From an optimization exercise on the open Yosys and OpenROAD flow, aimed at small area and a short achievable clock period; shortcuts taken in it are not production practice. Function was checked by simulation only, so behaviour that the tests miss may differ from the original. Power figures rest on the tool's default switching activity, not on a simulated workload.

// rvv_backend_mulmac_lanes
module rvv_backend_mulmac_lanes #(
  parameter int unsigned NUM_LANE = 2,
  parameter int unsigned LAT      = 3,
  parameter int unsigned OP_W     = 32,
  parameter int unsigned TAG_W    = 6
) (
  input  logic                               clk,
  input  logic                               rst,
  input  logic                               trap_flush_rvv,
  input  logic [$clog2(NUM_LANE+1)-1:0]      rs2ex_fifo_cnt,
  input  logic [NUM_LANE*OP_W-1:0]           rs2ex_uop_a,
  input  logic [NUM_LANE*OP_W-1:0]           rs2ex_uop_b,
  input  logic [NUM_LANE-1:0]                rs2ex_uop_signed,
  input  logic [NUM_LANE*TAG_W-1:0]          rs2ex_uop_tag,
  output logic [NUM_LANE-1:0]                ex2rs_fifo_pop,
  output logic [NUM_LANE-1:0]                ex2rob_valid,
  output logic [NUM_LANE*2*OP_W-1:0]         ex2rob_result,
  output logic [NUM_LANE*TAG_W-1:0]          ex2rob_tag,
  input  logic [NUM_LANE-1:0]                rob2ex_ready
);
export LEC_CHECK = 0
export CAP_MARGIN = 20
export CORE_MARGIN = 2
export CORE_UTILIZATION = 70
export CTS_BUF_LIST = sky130_fd_sc_hd__clkbuf_4 sky130_fd_sc_hd__clkbuf_8
export SLEW_MARGIN = 20
export SYNTH_HIERARCHICAL = 1
export SYNTH_MINIMUM_KEEP_SIZE = 0
create_clock -name core_clock -period 11.5 [get_ports {clk}]
standard.sh (not shown) runs the stock make flow with config.mk's settings and CLKGATE_MAP_FILE= SYNTH_SCRIPT=/design/flow/synth_recipe.tcl, a recipe that flattens the netlist after the stock synthesis.
==> flow/flow/run.sh <==
#!/bin/bash
# The standard ORFS layout (standard.sh, unchanged synthesis), with two changes to how
# the layout is optimised: the setup repair aims for a larger slack margin, and the port
# buffers are plain buffers (buf_1) rather than delay buffers. The SDC is the standard flow's.
set -euo pipefail
bash standard.sh SETUP_SLACK_MARGIN=6.4 "BUFFER_PORTS_ARGS=-buffer_cell sky130_fd_sc_hd__buf_1" finish > standard_flow.log 2>&1
Edit:
- CORE_UTILIZATION: 70 -> 78
- CTS_BUF_LIST: sky130_fd_sc_hd__clkbuf_4 sky130_fd_sc_hd__clkbuf_8 -> sky130_fd_sc_hd__clkbuf_16
- CTS_CLUSTER_DIAMETER: default -> 80
- CTS_CLUSTER_SIZE: default -> 24
Outcome: Total power climbs by a few percent; synthesized area is unchanged; cell area drops slightly; setup slack gains 0.029 ns; hold slack gains 0.020 ns; sequential cell count is unchanged; die area drops by roughly a tenth.
Edit:
- CORE_UTILIZATION: 78 -> 70
=> Clock-buffer cell count went up by 2; wire length came out lower by 0.71%; synthesized area does not change; core utilization came out lower by 8.4 points; power shrinks by 5.8%; non-clock buffer count drops by 6; sequential power stays flat; cell area hardly moves.

---

rvv_backend_mulmac_lanes, a different RTL version from the one above (not shown whole).
Size in the first run: ~560 flip-flops, ~290 I/O pins.
## rvv_backend_mulmac_lanes
module rvv_backend_mulmac_lanes #(
  parameter int unsigned NUM_LANE = 2,
  parameter int unsigned LAT      = 3,
  parameter int unsigned OP_W     = 32,
  parameter int unsigned TAG_W    = 6
) (
  input  logic                               clk,
  input  logic                               rst,
  input  logic                               trap_flush_rvv,
  input  logic [$clog2(NUM_LANE+1)-1:0]      rs2ex_fifo_cnt,
  input  logic [NUM_LANE*OP_W-1:0]           rs2ex_uop_a,
  input  logic [NUM_LANE*OP_W-1:0]           rs2ex_uop_b,
  input  logic [NUM_LANE-1:0]                rs2ex_uop_signed,
  input  logic [NUM_LANE*TAG_W-1:0]          rs2ex_uop_tag,
  output logic [NUM_LANE-1:0]                ex2rs_fifo_pop,
  output logic [NUM_LANE-1:0]                ex2rob_valid,
  output logic [NUM_LANE*2*OP_W-1:0]         ex2rob_result,
  output logic [NUM_LANE*TAG_W-1:0]          ex2rob_tag,
  input  logic [NUM_LANE-1:0]                rob2ex_ready
);
export LEC_CHECK = 0
export CAP_MARGIN = 20
export CORE_MARGIN = 2
export CORE_UTILIZATION = 70
export CTS_BUF_LIST = sky130_fd_sc_hd__clkbuf_4 sky130_fd_sc_hd__clkbuf_8
export SLEW_MARGIN = 20
export SYNTH_HIERARCHICAL = 1
export SYNTH_MINIMUM_KEEP_SIZE = 0
create_clock -name core_clock -period 11.5 [get_ports {clk}]
Scripts as last shown in full above: flow/flow/run.sh
Rerun with:
==> flow/flow/run.sh (replaced) <==
#!/bin/bash
# The standard ORFS layout (standard.sh, unchanged synthesis), with two changes to how
# the layout is optimised: the setup repair aims for a larger slack margin, and the port
# buffers are plain buffers (buf_2) rather than delay buffers. The SDC is the standard flow's.
set -euo pipefail
bash standard.sh SETUP_SLACK_MARGIN=6.4 "BUFFER_PORTS_ARGS=-buffer_cell sky130_fd_sc_hd__buf_2" finish > standard_flow.log 2>&1
Settings changed: CTS_BUF_LIST sky130_fd_sc_hd__clkbuf_4 sky130_fd_sc_hd__clkbuf_8 to not set.
Outcome: The changed run ran to the end with no violations. Worst setup slack is better by 33 ps. Register-to-register slack is worse by 80 ps. Total power rose slightly. Core utilization increases by 0.66 points. Final area is higher slightly. Synthesized area does not change. First-iteration DRC count rose by a few percent. Maximum frequency went up slightly. Hold slack barely changes. Clock power increases by about a fifth.

## what the ideal ports hide
The flow's constraints put no driver on any port. The routed layouts listed below were extracted and timed again, unchanged, in two steps.
Step 1: set_driving_cell puts a clkbuf_16 on clk and a buf_2 on each other input, an assumption about the parent block.
Step 2 also shifts input and output timing later by t, the mid clock arrival at the registers, as if the neighbouring blocks saw the same clock.
Three values: ideal, step 1, step 2; two values: the first two.
run | shift t [ns] | setup slack, ns | worst hold slack (ns) | worst setup path at the end | latest minus earliest clock arrival (ns)
the first run of note 1 | 0.844 | 6.284 / 6.244 / 6.244 | 0.405 / 0.405 / 0.405 | input to output | 0.066 / 0.065
the second run of note 1 | 0.676 | 6.314 / 6.272 / 6.272 | 0.424 / 0.424 / 0.424 | input to output | 0.048 / 0.048
the third run of note 1 | 0.710 | 6.283 / 6.243 / 6.243 | 0.412 / 0.412 / 0.412 | input to output | 0.035 / 0.035
the first run of note 2 | 0.826 | 6.287 / 6.247 / 6.247 | 0.370 / 0.370 / 0.370 | input to output | 0.108 / 0.107
the second run of note 2 | 0.760 | 6.320 / 6.278 / 6.256 | 0.367 / 0.367 / 0.367 | input to register | 0.103 / 0.103
After both steps setup and hold are still met in every run listed. The setup slack of the second run of note 2, which loses most, moves by -0.042 ns with the drivers and by -0.064 ns with both steps.
